This is an optimization exercise on Yosys and OpenROAD, whose aim is small area, a short achievable clock period and few clock cycles per item, not a production implementation.
Where RTL was checked, it was by simulation tests only, not by an equivalence proof against the original.

JK:
Design modular_exponentiation, start of the top module:
module modular_exponentiation #(
  parameter int WIDTH = 62,
  parameter int R     = 2
) (
  input  wire logic                                 clk,
  input  wire logic                                 rst_n,
  input  wire logic                                 in_tvalid,
  output logic                                      in_tready,
  input  wire logic [mexp_pkg::IN_TDATA_W-1:0]      in_tdata,
  output logic                                      out_tvalid,
  input  wire logic                                 out_tready,
  output logic      [mexp_pkg::OUT_TDATA_W-1:0]     out_tdata
);
  localparam int N  = 62;
  localparam int PW = 65;            
  localparam int FW = mexp_pkg::FIELD_W;
  typedef enum logic [3:0] {
    ST_IDLE  = 4'd0,
    ST_CHECK = 4'd1,
    ST_NORM  = 4'd2,
    ST_SETUP = 4'd3,
    ST_SETUP2 = 4'd9,
    ST_STEP  = 4'd4,
    ST_CPA   = 4'd5,
    ST_FIX   = 4'd6,
    ST_SHR   = 4'd7,
    ST_EMIT  = 4'd8
  ...
Size in the first run: about 3800 cells after synthesis, ~260 I/O pins, ~0.038 sq mm of cells after synthesis.
export LEC_CHECK = 0
export CAP_MARGIN = 20
export CORE_MARGIN = 2
export CORE_UTILIZATION = 40
export SLEW_MARGIN = 20
create_clock -name core_clock -period 10.0 [get_ports {clk}]
run.sh (not shown) runs the stock make flow with config.mk's settings and CLKGATE_MAP_FILE= SYNTH_SCRIPT=/design/flow/synth_recipe.tcl, a recipe that flattens the netlist after the stock synthesis.
Testbench counts of JK, summed over its fixed seeds: cycles 601,749, items 192.
What MS does differently from JK at the input level:
-- flow/design.v --
<<< JK, line 94
    ST_NORM  = 4'd2,
    ST_SETUP = 4'd3,
    ST_SETUP2 = 4'd9,
    ST_STEP  = 4'd4,
    ST_CPA   = 4'd5,
>>> MS, line 94
    ST_NORM  = 4'd2,
    ST_SETUP = 4'd3,
    ST_STEP  = 4'd4,
    ST_CPA   = 4'd5,
<<< JK, line 120
  logic [5:0]        ng_r;           
  logic [R-1:0]      yd_r;           
  logic [R-1:0]      yn_r;           
  logic              neg_r;
  assign in_tready  = in_ready_r;
>>> MS, line 119
  logic [5:0]        ng_r;           
  logic [R-1:0]      yd_r;           
  logic              neg_r;
  assign in_tready  = in_ready_r;
<<< JK, line 172
  always_comb begin
    for (int k = 0; k < R; k++) yk[k] = yd_r[R-1-k];
    yk[R] = yn_r[R-1];
  end
  assign ss[0] = s_r;
>>> MS, line 170
  always_comb begin
    for (int k = 0; k < R; k++) yk[k] = yd_r[R-1-k];
    yk[R] = ynext[R-1];
  end
  assign ss[0] = s_r;
<<< JK, line 203
  end
  logic [2:0] qfirst;
  assign qfirst = qsel(7'd0, 7'd0, yn_r[R-1], acc_r[61:58], grp_b);
  logic [PW-1:0] fs, fc, fsum;
  always_comb begin
>>> MS, line 201
  end
  logic [2:0] qfirst;
  assign qfirst = qsel(7'd0, 7'd0, ynext[R-1], acc_r[61:58], grp_b);
  logic [PW-1:0] fs, fc, fsum;
  always_comb begin
<<< JK, line 228
  logic [5:0] ng_n;
  logic [R-1:0] yd_n;
  logic [R-1:0] yn_n;
  logic neg_n;
  always_comb begin
>>> MS, line 226
  logic [5:0] ng_n;
  logic [R-1:0] yd_n;
  logic neg_n;
  always_comb begin
<<< JK, line 247
    ng_n = ng_r;
    yd_n = yd_r;
    yn_n = yn_r;
    neg_n = neg_r;
    q0_n = q0_r;
>>> MS, line 244
    ng_n = ng_r;
    yd_n = yd_r;
    neg_n = neg_r;
    q0_n = q0_r;
<<< JK, line 292
      ST_SETUP: begin
        idx_n  = itop - 7'(R);
        yn_n   = ynext;
        ng_n   = ngrp;
        s_n    = '0;
        c_n    = '0;
        neg_n  = 1'b0;
        st_n   = ST_SETUP2;
      end
      ST_SETUP2: begin
        yd_n   = yn_r;
        yn_n   = ynext;
        idx_n  = idx_r - 7'(R);
        q0_n   = qfirst;
        st_n   = ST_STEP;
      end
>>> MS, line 288
      ST_SETUP: begin
        idx_n  = itop - 7'(R);
        yd_n   = ynext;
        q0_n   = qfirst;
        ng_n   = ngrp;
        s_n    = '0;
        c_n    = '0;
        neg_n  = 1'b0;
        st_n   = ST_STEP;
      end
<<< JK, line 310
        c_n    = cs[R];
        q0_n   = qs[R];
        yd_n   = yn_r;
        yn_n   = ynext;
        idx_n  = idx_r - 7'(R);
        ng_n   = ng_r - 6'd1;
>>> MS, line 300
        c_n    = cs[R];
        q0_n   = qs[R];
        yd_n   = ynext;
        idx_n  = idx_r - 7'(R);
        ng_n   = ng_r - 6'd1;
<<< JK, line 382
    ng_r <= ng_n;
    yd_r <= yd_n;
    yn_r <= yn_n;
    neg_r <= neg_n;
    q0_r <= q0_n;
>>> MS, line 371
    ng_r <= ng_n;
    yd_r <= yd_n;
    neg_r <= neg_n;
    q0_r <= q0_n;
Findings:
In summary, MS completed successfully, with a layout that passed the timing, DRC and antenna checks.
Diff JK -> MS | number of instances in the synthesized netlist | up slightly
When MS is set beside JK, its cell count of the worst hold path turns out to be 2 larger.
Of JK and MS, JK shows the lower via count of the first global-routing pass, with MS above it.
In MS, the fraction of the cycle the final worst path needs came out 10 points above the value in JK.
Compared to JK, the routing of MS uses more wire.
The RTL of MS was laid out without a check of its function.

-- afterwards: timing with drivers on the ports --
The results above use ideal ports. As a check the final layouts listed here were re-extracted and re-timed, cells and wires unchanged.
Step 1, drivers: a clkbuf_16 drives clk and a buf_2 each remaining input, both assumed.
Step 2 also shifts input and output timing later by t, the mid clock arrival at the registers, as if the neighbouring blocks saw the same clock.
Three values: ideal ports, drivers, drivers and shift; two values: the first two.
run	t, ns	setup slack, ns	hold slack, ns	worst setup path at the end	cell pins on the clock port's net
JK	0.692	2.927 / 2.927 / 2.927	0.439 / 0.439 / 0.439	register to register	1
MS	0.694	1.897 / 1.897 / 1.897	0.520 / 0.520 / 0.520	register to register	1
After both steps every run listed still meets setup and hold.
